What follows belongs to an exercise in optimizing a design on an open flow for a short achievable clock period and few clock cycles; a production flow would make more cautious choices.
The RTL was checked by simulation tests, not by an equivalence proof against the original design.
No activity file was given, so power comes from the tool's default toggle rates.

**flow/flow/run.sh**
```bash
#!/bin/bash
# The standard layout, except that synthesis leaves adders to ABC instead
# of first mapping them to full and half adder cells (ADDER_MAP_FILE empty).
# The make output goes to flow_make.log here; ORFS keeps each tool's own log
# under orfs/logs.
set -euo pipefail
bash standard.sh ADDER_MAP_FILE= finish > flow_make.log 2>&1
```
**flow/config.mk**
```make
export PLATFORM = sky130hd
export DESIGN_NAME = mipsCore
export DESIGN_NICKNAME = mipsCore
export VERILOG_FILES = /design/flow/design.v
export SDC_FILE = /design/flow/constraint.sdc
export NUM_CORES = 4
export LEC_CHECK = 0
export CAP_MARGIN = 20
export CORE_MARGIN = 10
export CORE_UTILIZATION = 40
export SETUP_SLACK_MARGIN = 5
export SLEW_MARGIN = 20
```
**flow/standard.sh**
```bash
#!/bin/bash
# synth_recipe.tcl (not shown) runs the flow's synth.tcl, then flattens the netlist and writes it again
# the make line also repeats each setting of config.mk as NAME=value (left out here)
make -C /OpenROAD-flow-scripts/flow DESIGN_CONFIG=/design/flow/config.mk WORK_HOME=/design/flow/orfs CLKGATE_MAP_FILE= SYNTH_SCRIPT=/design/flow/synth_recipe.tcl "${@:-finish}"
```
**flow/design.v**
```verilog
package isaPkg;
	typedef logic [31:0] wordT;     
	typedef logic [4:0]  regAddrT;
	typedef logic [5:0]  opcodeT;
	typedef logic [5:0]  functT;
	localparam opcodeT OpRtype = 6'h00;
	localparam opcodeT OpJal   = 6'h03;
	localparam opcodeT OpBeq   = 6'h04;
	localparam opcodeT OpBne   = 6'h05;
	localparam opcodeT OpAddi  = 6'h08;
	localparam opcodeT OpAndi  = 6'h0c;
	localparam opcodeT OpOri   = 6'h0d;
	localparam opcodeT OpLui   = 6'h0f;
	localparam opcodeT OpLw    = 6'h23;
	localparam opcodeT OpSw    = 6'h2b;
	localparam functT FnJr   = 6'h08;
	localparam functT FnAdd  = 6'h20;
	localparam functT FnSub  = 6'h22;
	localparam functT FnAnd  = 6'h24;
	localparam functT FnOr   = 6'h25;
	localparam functT FnSlt  = 6'h2a;
	localparam functT FnSltu = 6'h2b;
	localparam int RsLsb = 21;
	localparam int RtLsb = 16;
	localparam int RdLsb = 11;
	typedef enum logic [3:0] {
		AluAdd,
		AluSub,
		AluAnd,
		AluOr,
		AluSlt,
		AluSltu,
		AluAndi,
		AluOri,
		AluAddi     
	} aluOpT;
endpackage
package hazardPkg;
	typedef logic [1:0] stageTimeT;
	localparam logic [4:0] ZeroReg = 5'd0;
	localparam logic [4:0] LinkReg = 5'd31;     
endpackage
`timescale 1ns/10ps
module mipsCore #(
	parameter isaPkg::wordT ResetPc = 32'h0000_3000
) (
	input  logic            clk,
	input  logic            reset,
	output isaPkg::wordT    instAddr,
	input  isaPkg::wordT    instData,
	output isaPkg::wordT    dataAddr,
	output isaPkg::wordT    dataWdata,
	output logic            dataWe,
	input  isaPkg::wordT    dataRdata,
	output logic            regWe,
	output isaPkg::regAddrT regAddr,
	output isaPkg::wordT    regWdata,
	output isaPkg::wordT    wbPc
);
	typedef logic [31:0] wordT;
	typedef logic [4:0]  regT;
	function automatic logic [32:0] ksAdd(logic [31:0] a, logic [31:0] b, logic cin);
		logic [31:0] g, p, gn, pn, s;
		g = a & b;
		p = a ^ b;
		s = p;
		g[0] = g[0] | (p[0] & cin);
		for (int d = 1; d < 32; d = d * 2) begin
			gn = g;
			pn = p;
			for (int i = d; i < 32; i++) begin
				gn[i] = g[i] | (p[i] & g[i - d]);
				pn[i] = p[i] & p[i - d];
			end
			g = gn;
			p = pn;
		end
		ksAdd = {g[31], s ^ {g[30:0], cin}};
	endfunction
	wordT pcF;
	wordT instrD, pcD, pcP4D, rfRsD, rfRtD;
	logic killD, rfZsD, rfZtD;
	wordT opAE, opBE, stValE, pcE, pcP8E, brTgtE, predJrE, altPcE;
	logic ldSE;
	regT  destE;
	logic ldE, stE, brE, bneE, jrE, predTE, subE, selSumE, selAndE, selOrE, selSltE, selSltuE;
	wordT resM, stDataM, pcM;
	regT  destM;
	logic ldM, stM;
	wordT resW, pcW, resX;
	regT  destW, destX;
	logic weW;
	wordT rf [1:31];
	logic [31:1] rfValid;
	logic [31:1] rfZero;     
	logic zResM, zResW, zResX;
	wordT linkPred;
	logic stall, mispredict, lateMis;
	logic lateAE, lateBE, lateBadM, jrM;
	wordT altPcM, lateRedir;
	wordT res;
	logic [5:0] op, fn;
	regT  rs, rt, rd;
	logic vD, isR, rAlu, isJr, isAddi, isAndi, isOri, isLui, isLw, isSw, isBeq, isBne, isJal;
	logic usesRs, usesRt, subD, predT, redirD;
	regT  destD;
	wordT immExt, fwdRs, fwdRt, brTarget, targetD, pcP8D;
	assign op = instrD[31:26];
	assign fn = instrD[5:0];
	assign rs = instrD[25:21];
	assign rt = instrD[20:16];
	assign rd = instrD[15:11];
	assign vD = !killD;
	assign isR    = vD && (op == 6'h00);
	assign rAlu   = isR && (fn == 6'h20 || fn == 6'h22 || fn == 6'h24 || fn == 6'h25 || fn == 6'h2a || fn == 6'h2b);
	assign isJr   = isR && (fn == 6'h08);
	assign isAddi = vD && (op == 6'h08);
	assign isAndi = vD && (op == 6'h0c);
	assign isOri  = vD && (op == 6'h0d);
	assign isLui  = vD && (op == 6'h0f);
	assign isLw   = vD && (op == 6'h23);
	assign isSw   = vD && (op == 6'h2b);
	assign isBeq  = vD && (op == 6'h04);
	assign isBne  = vD && (op == 6'h05);
	assign isJal  = vD && (op == 6'h03);
	assign usesRs = rAlu || isJr || isAddi || isAndi || isOri || isLw || isSw || isBeq || isBne;
	assign usesRt = rAlu || isBeq || isBne;
	assign subD   = rAlu && (fn == 6'h22 || fn == 6'h2a || fn == 6'h2b);
	always_comb begin
		destD = 5'd0;
		if (rAlu)
			destD = rd;
		else if (isAddi || isAndi || isOri || isLui || isLw)
			destD = rt;
		else if (isJal)
			destD = 5'd31;
	end
	always_comb begin
		if (isAndi || isOri)
			immExt = {16'h0000, instrD[15:0]};
		else if (isLui)
			immExt = {instrD[15:0], 16'h0000};
		else if (isJal)
			immExt = 32'd0;
		else
			immExt = {{16{instrD[15]}}, instrD[15:0]};
	end
	logic hEs, hMs, hWs, hXs, hEt, hMt, hWt, hXt;
	function automatic wordT readReg(logic hM, logic hW, logic hX, wordT rfv);
		wordT v;
		if (hM)
			v = ldM ? dataRdata : resM;
		else if (hW)
			v = resW;
		else if (hX)
			v = resX;
		else
			v = rfv;
		readReg = v;
	endfunction
	assign fwdRs = readReg(hMs, hWs, hXs, rfRsD);
	assign fwdRt = readReg(hMt, hWt, hXt, rfRtD);
	logic hitEA, hitEB, hitES;
	assign hitEA = hEs;
	assign hitEB = hEt;
	assign hitES = hEt && !ldE;
	assign pcP8D    = pcP4D + 32'd4;
	assign brTarget = pcP4D + {{14{instrD[15]}}, instrD[15:0], 2'b00};
	logic zE, zOkE, zM, zs, zt, zsOld, ztOld, knownS, knownT, sameReg;
	logic zsCap, ztCap;
	assign sameReg = (rs == rt);
	assign zM    = ldM ? (dataRdata == 32'd0) : zResM;
	assign zsCap = hMs ? zM : hWs ? zResW : hXs ? zResX : rfZsD;
	assign ztCap = hMt ? zM : hWt ? zResW : hXt ? zResX : rfZtD;
	assign zsOld = hMs ? zResM : hWs ? zResW : hXs ? zResX : rfZsD;
	assign ztOld = hMt ? zResM : hWt ? zResW : hXt ? zResX : rfZtD;
	assign zs  = hEs ? zE : zsOld;
	assign zt  = hEt ? zE : ztOld;
	assign knownS = !(hEs && (ldE || !zOkE)) && !(hMs && ldM);
	assign knownT = !(hEt && (ldE || !zOkE)) && !(hMt && ldM);
	always_comb begin
		if (!(isBeq || isBne))
			predT = 1'b0;
		else if (sameReg)
			predT = isBeq;
		else if (rt == 5'd0 && knownS)
			predT = zs ^ isBne;
		else if (rs == 5'd0 && knownT)
			predT = zt ^ isBne;
		else
			predT = isBne;
	end
	assign redirD  = isJal || isJr || predT;
	assign targetD = isJal ? {pcP4D[31:28], instrD[25:0], 2'b00} : isJr ? linkPred : brTarget;
	logic lateA, lateB, isBr;
	assign isBr  = isBeq || isBne;
	assign lateA = ldE && hEs && (isBr || isJr);
	assign lateB = ldE && hEt && isBr;
	assign stall = ldE && !isBr && !isJr && ((usesRs && hEs) || (usesRt && hEt));
	wordT sum, redirPc, axb;
	logic carry, eq, slt, sltu, taken;
	assign {carry, sum} = ksAdd(opAE, opBE, subE);
	assign sltu = !carry;
	assign slt  = (opAE[31] == opBE[31]) ? opAE[31] : sum[31];
	assign res  = ({32{selSumE}} & sum) | ({32{selAndE}} & (opAE & opBE)) | ({32{selOrE}} & (opAE | opBE)) |
		{31'd0, (selSltE & slt) | (selSltuE & sltu)};
	assign eq    = (opAE == opBE);
	assign taken = eq ^ bneE;
	assign mispredict = !lateAE && !lateBE &&
		((brE && (taken != predTE)) || (jrE && (opAE != predJrE)));
	wordT lateA_v, lateB_v;
	logic lateBad;
	assign lateA_v = lateAE ? dataRdata : opAE;
	assign lateB_v = lateBE ? dataRdata : opBE;
	assign lateBad = (lateAE || lateBE) &&
		((brE && (((lateA_v == lateB_v) ^ bneE) != predTE)) || (jrE && (dataRdata != predJrE)));
	assign lateMis   = lateBadM;
	assign lateRedir = jrM ? resW : altPcM;
	assign altPcE  = predTE ? pcP8E : brTgtE;
	assign redirPc = jrE ? opAE : altPcE;
	assign axb  = opAE ^ opBE;
	assign zOkE = 1'b1;
	assign zE   = selSltE ? !slt : selSltuE ? !sltu :
		selSumE ? (axb == {opAE[30:0] | opBE[30:0], subE}) :
		selAndE ? ((opAE & opBE) == 32'd0) : ((opAE | opBE) == 32'd0);
	assign instAddr = pcF;
	always_ff @(posedge clk) begin
		if (reset) begin
			pcF      <= ResetPc;
			killD    <= 1'b1;
			linkPred <= 32'd0;
		end else begin
			if (lateMis)
				pcF <= lateRedir;
			else if (mispredict)
				pcF <= redirPc;
			else if (!stall)
				pcF <= redirD ? targetD : pcF + 32'd4;
			if (lateMis)
				killD <= 1'b1;
			else if (!stall)
				killD <= mispredict;     
			if (isJal && !lateMis)
				linkPred <= pcP8D;
		end
	end
	always_ff @(posedge clk) begin
		if (!stall || lateMis) begin
			instrD <= instData;
			pcD    <= pcF;
			pcP4D  <= pcF + 32'd4;
		end
	end
	regT rdS, rdT;
	assign rdS = instData[25:21];
	assign rdT = instData[20:16];
	regT rsN, rtN;
	logic holdD;
	assign holdD = stall && !lateMis;
	assign rsN = holdD ? rs : instData[25:21];
	assign rtN = holdD ? rt : instData[20:16];
	always_ff @(posedge clk) begin
		hEs <= !stall && (rsN != 5'd0) && (rsN == destD);
		hMs <= (rsN != 5'd0) && (rsN == destE);
		hWs <= (rsN != 5'd0) && (rsN == destM);
		hXs <= (rsN != 5'd0) && (rsN == destW);
		hEt <= !stall && (rtN != 5'd0) && (rtN == destD);
		hMt <= (rtN != 5'd0) && (rtN == destE);
		hWt <= (rtN != 5'd0) && (rtN == destM);
		hXt <= (rtN != 5'd0) && (rtN == destW);
	end
	always_ff @(posedge clk) begin
		if (stall && !lateMis) begin
			rfRsD <= fwdRs;
			rfRtD <= fwdRt;
			rfZsD <= zsCap;
			rfZtD <= ztCap;
		end else begin
			rfRsD <= (rdS == 5'd0 || !rfValid[rdS]) ? 32'd0 : rf[rdS];
			rfRtD <= (rdT == 5'd0 || !rfValid[rdT]) ? 32'd0 : rf[rdT];
			rfZsD <= (rdS == 5'd0 || !rfValid[rdS]) ? 1'b1 : rfZero[rdS];
			rfZtD <= (rdT == 5'd0 || !rfValid[rdT]) ? 1'b1 : rfZero[rdT];
		end
	end
	always_ff @(posedge clk) begin
		if (reset || stall || lateMis) begin
			destE  <= 5'd0;
			ldE    <= 1'b0;
			stE    <= 1'b0;
			brE    <= 1'b0;
			jrE    <= 1'b0;
			lateAE <= 1'b0;
			lateBE <= 1'b0;
		end else begin
			destE  <= destD;
			ldE    <= isLw;
			stE    <= isSw;
			brE    <= isBeq || isBne;
			jrE    <= isJr;
			lateAE <= lateA;
			lateBE <= lateB;
		end
	end
	always_ff @(posedge clk) begin
		if (usesRs)
			opAE <= hitEA ? res : fwdRs;
		else
			opAE <= isJal ? pcP8D : 32'd0;
		if (usesRt)
			opBE <= (hitEB ? res : fwdRt) ^ {32{subD}};
		else
			opBE <= immExt;
		stValE   <= hitES ? res : fwdRt;
		ldSE     <= hitEB && ldE;
		bneE     <= isBne;
		predTE   <= predT;
		pcP8E    <= pcP8D;
		brTgtE   <= brTarget;
		predJrE  <= linkPred;
		subE     <= subD;
		selSumE  <= !(rAlu && (fn == 6'h24 || fn == 6'h25 || fn == 6'h2a || fn == 6'h2b)) && !isAndi && !isOri;
		selAndE  <= (rAlu && fn == 6'h24) || isAndi;
		selOrE   <= (rAlu && fn == 6'h25) || isOri;
		selSltE  <= rAlu && fn == 6'h2a;
		selSltuE <= rAlu && fn == 6'h2b;
		pcE      <= pcD;
	end
	always_ff @(posedge clk) begin
		if (reset) begin
			destM    <= 5'd0;
			ldM      <= 1'b0;
			stM      <= 1'b0;
			lateBadM <= 1'b0;
		end else begin
			destM    <= destE;
			ldM      <= ldE;
			stM      <= stE;
			lateBadM <= lateBad;
		end
	end
	always_ff @(posedge clk) begin
		resM    <= res;
		zResM   <= zE;
		stDataM <= ldSE ? dataRdata : stValE;
		pcM     <= pcE;
		altPcM  <= altPcE;
		jrM     <= jrE;
	end
	assign dataAddr  = resM;
	assign dataWdata = stDataM;
	assign dataWe    = stM;
	always_ff @(posedge clk) begin
		if (reset) begin
			destW <= 5'd0;
			weW   <= 1'b0;
			destX <= 5'd0;
		end else begin
			destW <= destM;
			weW   <= destM != 5'd0;
			destX <= destW;
		end
	end
	always_ff @(posedge clk) begin
		resW <= ldM ? dataRdata : resM;
		pcW  <= pcM;
		resX <= resW;
		zResW <= ldM ? (dataRdata == 32'd0) : zResM;
		zResX <= zResW;
	end
	assign regWe    = weW;
	assign regAddr  = destW;
	assign regWdata = resW;
	assign wbPc     = pcW;
	always_ff @(posedge clk) begin
		if (reset)
			rfValid <= '0;
		else if (weW)
			rfValid[destW] <= 1'b1;
	end
	always_ff @(posedge clk) begin
		if (weW) begin
			rf[destW]     <= resW;
			rfZero[destW] <= zResW;
		end
	end
endmodule
```
**flow/constraint.sdc**
```tcl
create_clock -name core_clock -period 8.0 [get_ports {clk}]
set_input_delay 1.6000 -clock core_clock [delete_from_list [all_inputs] [get_ports {clk}]]
set_output_delay 1.6000 -clock core_clock [all_outputs]
set_load 0.01 [all_outputs]
```
==> summary.md <==
| Metric | Value |
|---|---|
| CP Launch Type | flop |
| Total Neg Setup Slack | 0 ns |
| ANT nets after route | 0 |
| CTS tree | built |
| Fin worst setup slack | between 4 and 5 ns |
| Vias | 60530 |
| Crit path time final | ~3.5 ns |
| Initial Util | 0.4028 |
| First-pass GRT wire length | between 400 and 500 mm |
| P&R area growth vs syn | 26.97% |
| Post-placement setup slack | 2.811 ns |
| Worst Path Arrival | about 4.2 ns |
| EDFF count, synth | roughly 1100 |
| I/O Pins | 233 |
| Final Hold Fails | 0 |
| Core area | 204800 µm² |
| #FFs+latches synth | 1769 |
| CTS max path bufs | 3 |
| Max-cap viol count | 0 |
| Yosys cell types | ~100 |
| Setup Viol. Count Final | 0 |
| DRC Markers | 0 |
| TritonCTS buffer count | 190 |
| Reg2Reg Setup Slack | approximately 4.5 ns |
| NumNets Final | 6632 |
| Synthesized net count | ~6000 |
| Vias per cell | approximately 6.4 |
| Cells after DPL | 8573 |
| Avg WL per Cell | ~36 µm |
| CP Class | flop to flop |
| Period utilization | 0.4357 |
| List of most frequent post-synthesis cells | edfxtp_1 (1117), dfxtp_1 (652), mux4_2 (600), nor2_1 (548), mux2i_1 (349) |
| Register area share after synthesis | 0.5649 |
| Synth area leader | edfxtp_1 |
| Drt pass-1 iters | 8 |
| Top FF cell, synth | edfxtp_1 |
| 1st-iter DRT viols | approximately 8600 |
| Dpl hpwl | slightly below 200 mm |
| Pwr Density | about 210 nW/µm² |
| Largest net degree at the start of global routing | 76 |
| Syn. warnings | 1 |
| Fmax | ~0.29 GHz |
| Worst setup EP type | flop |
| Slew of the pin with the lowest slew margin | between 1 and 1.5 ns |
| Layout cell share with drive strength beyond 1 | 0.3929 |
| Hold WC Path Type | flop to flop |
| Worst-skew pair later-pin latency | 0.88 ns |
| Clock transition at path regs | around 0.060 ns |
| Tot Pwr | between 20 and 25 mW |
| Initial antenna violation count | 29 |
| Routability cong. | roughly 1 |
| Total GRT Usage | 0.2926 |
| Die area | about 220000 µm² |
| Max-slew violations | 0 |
| P_leak | between 30 and 40 nW |
| Total grt overflow | 0 |
| Final wirelength | about 340 mm |
| Asr flop ratio synth | 0 |
| Slew HR | 0.2258 |
| Synth Instances | 5958 |
| Num Clock Sinks | 1769 |
| Maximum VDD drop | just under 0.2 mV |
| Synth Cell Area | between 80000 and 90000 µm² |
| Status | no timing/DRC/antenna violations |
| Non-Filler Instances | between 9000 and 10000 |
| Synth top area share | 0.4066 |
| Worst endpoint required time | just under 9 ns |
| Chip Height | approximately 470 µm |
| Vias in the first global route | 57840 |
| Avg Cell Area, Syn | 13.85 µm² |
| Number of port buffers | between 200 and 250 |
| Most numerous cell in the Yosys netlist | edfxtp_1 |
| Die width | between 400 and 500 µm |
| CTS H-tree lvls | 4 |
| Synth top area cells | edfxtp_1 (41%), mux4_2 (16%), dfxtp_1 (16%) |
| RSZ-0062 raised after global routing | yes |
| Critical-path maximum fanout | 4 |
| Cell Rows | 166 |
| Hold slack | 0.3158 ns |
| Max Clock Skew | roughly 0.055 ns |
| CTS root buf | clkbuf_16 |
| Post-CTS Hold Buffers | 0 |
==> registers in the layout (all words and copies together), names as in the netlist, 31 cells and up <==
signal and count:
altPcM 32, brTgtE 32, instrD 32, linkPred 32, opAE 32, opBE 32, pcF 32, pcM 32
pcP4D 32, pcW 32, predJrE 32, resM 32, resW 32, resX 32, rf 992, rfRsD 32
rfRtD 32, rfValid 31, rfZero 31, stDataM 32, stValE 32
==> critical path: stages (launching register included) <==
cell and delay [ns]:
edfxtp_1 0.34, buf_6 0.15, buf_6 0.14, a22oi_2 0.11
o31ai_4 0.27, maj3_2 0.30, o2111ai_4 0.21, buf_4 0.23
a21oi_4 0.18, a2111oi_4 0.04, buf_4 0.21, o31ai_4 0.28
o22ai_2 0.17, a22o_1 0.22, a2111o_1 0.39, o311a_1 0.10
==> path summary, 6_finish.rpt <==
path / startpoint / end / cells after the start
setup / recovery: instrD[0] / pcF[29] / 15
hold / removal: pcM[20] / pcW[20] / 0
setup reg to reg: instrD[0] / pcF[29] / 15
hold reg to reg: pcM[20] / pcW[20] / 0
==> metrics by stage <==
| step | cell area [µm²] | utilization |
|---|---|---|
| 5_1_grt | 104700 | 0.5114 |
| 3_3_place_gp | 88160 | 0.4305 |
| 4_1_cts | 102200 | 0.4988 |
| 6_report | 104700 | 0.5114 |
| 3_5_place_dp | 88160 | 0.4305 |
| 2_1_floorplan | 83960 | - |
==> layout make-up <==
cell class	instances	area, µm²
Inverter	89	391.6
Timing Repair Buffer	872	9543
Multi-Input combinational cell	3633	37820
Timing Repair inverter	11	186.4
Antenna cell	11	27.53
Tap cell	2688	3363
Fill cell	16900	100100
Sequential cell	1769	47120
Clock buffer	256	5235
Clock inverter	95	1050
==> kinds of logic (layout without fill, tap and decap cells) <==
group,Yosys count,after routing,synth area share
AOI/OAI and AO/OA,952,952,0.07359
xor gates and xnor gates,385,385,0.04129
adders and majority gates,16,16,0.001957
buffers and inverters,561,1323,0.02691
DFF,1769,1769,0.5649
muxes,1091,1091,0.2255
other,0,11,0
and+or+nand+nor,1184,1189,0.06586
==> routing by layer <==
layer  up-vias  global-route usage  wire, µm  part of all wire
met4        20              0.1769     26150             0.076
li1      24340                   -         -                 -
met2      4261              0.4446    151200              0.44
met3      1089             0.08231     40670              0.12
met1     30820              0.3713    124800              0.36
met5         -                   0       155           0.00045
==> layout by cell type (no fill, tap or decap), types with 31 or more instances in the layout <==
master / n
nand3_1: 54
o21ai_0: 79
nor3_1: 46
mux2i_1: 298
buf_16: 33
inv_1: 68
buf_2: 83
o22ai_2: 50
xnor2_1: 192
clkbuf_16: 197
nor2_1: 478
mux4_2: 600
edfxtp_1: 1117
nor2_4: 52
mux2i_4: 32
buf_4: 430
a211oi_1: 41
buf_6: 147
nand2_1: 212
o22ai_1: 45
a21o_1: 34
clkinv_2: 31
nor4_1: 34
o21ai_1: 33
clkbuf_1: 45
buf_12: 67
xor2_1: 135
dfxtp_1: 480
dfxtp_2: 47
nand4_1: 43
nor2b_1: 31
dfxtp_4: 125
bufbuf_16: 32
a21oi_1: 278
mux2_2: 140
a21oi_2: 46
==> power by group <==
group	internal, mW	switching, mW
Clock	5.11	3.87
Combinational	1.13	1.59
Sequential	9.93	0.166
Total	16.2	5.62
==> what timing repair did <==
action / CTS / global route
cloned: 56 / 10
pin swaps: 245 / 194
resized for setup: 1800 / 361
endpoints found under the setup margin: 1208 / 354
buffers inserted: 336 / 86
Testbench counts, summed over its fixed seeds: cycles 43,247.

afterwards: timing with drivers on the ports:
The results above use ideal ports. As a check the final layout listed here was re-extracted and re-timed, cells and wires unchanged. Step 1 assumes that a clkbuf_16 drives the clock port and a buf_2 every other input. Step 2 adds t to the input delays and takes it off the output delays; t is the mean of the earliest and latest rising clock arrival at the registers after step 1. Input paths then give back, and output paths get back, about the clock's delay inside the block. Three values: no drivers, after step 1, after step 2; two values: the first two.
t (ns): 0.942
setup slack, ns: 4.515 / 4.515 / 3.723
hold WS [ns]: 0.316 / 0.316 / 0.316
slew at the worst register clock pin (ns): 0.07 / 0.07
worst slew at a driven data input, ns: 0.29
After both steps setup and hold are still met in this run. The setup slack of this run moves by 0.000 ns with the drivers and by -0.792 ns with both steps.
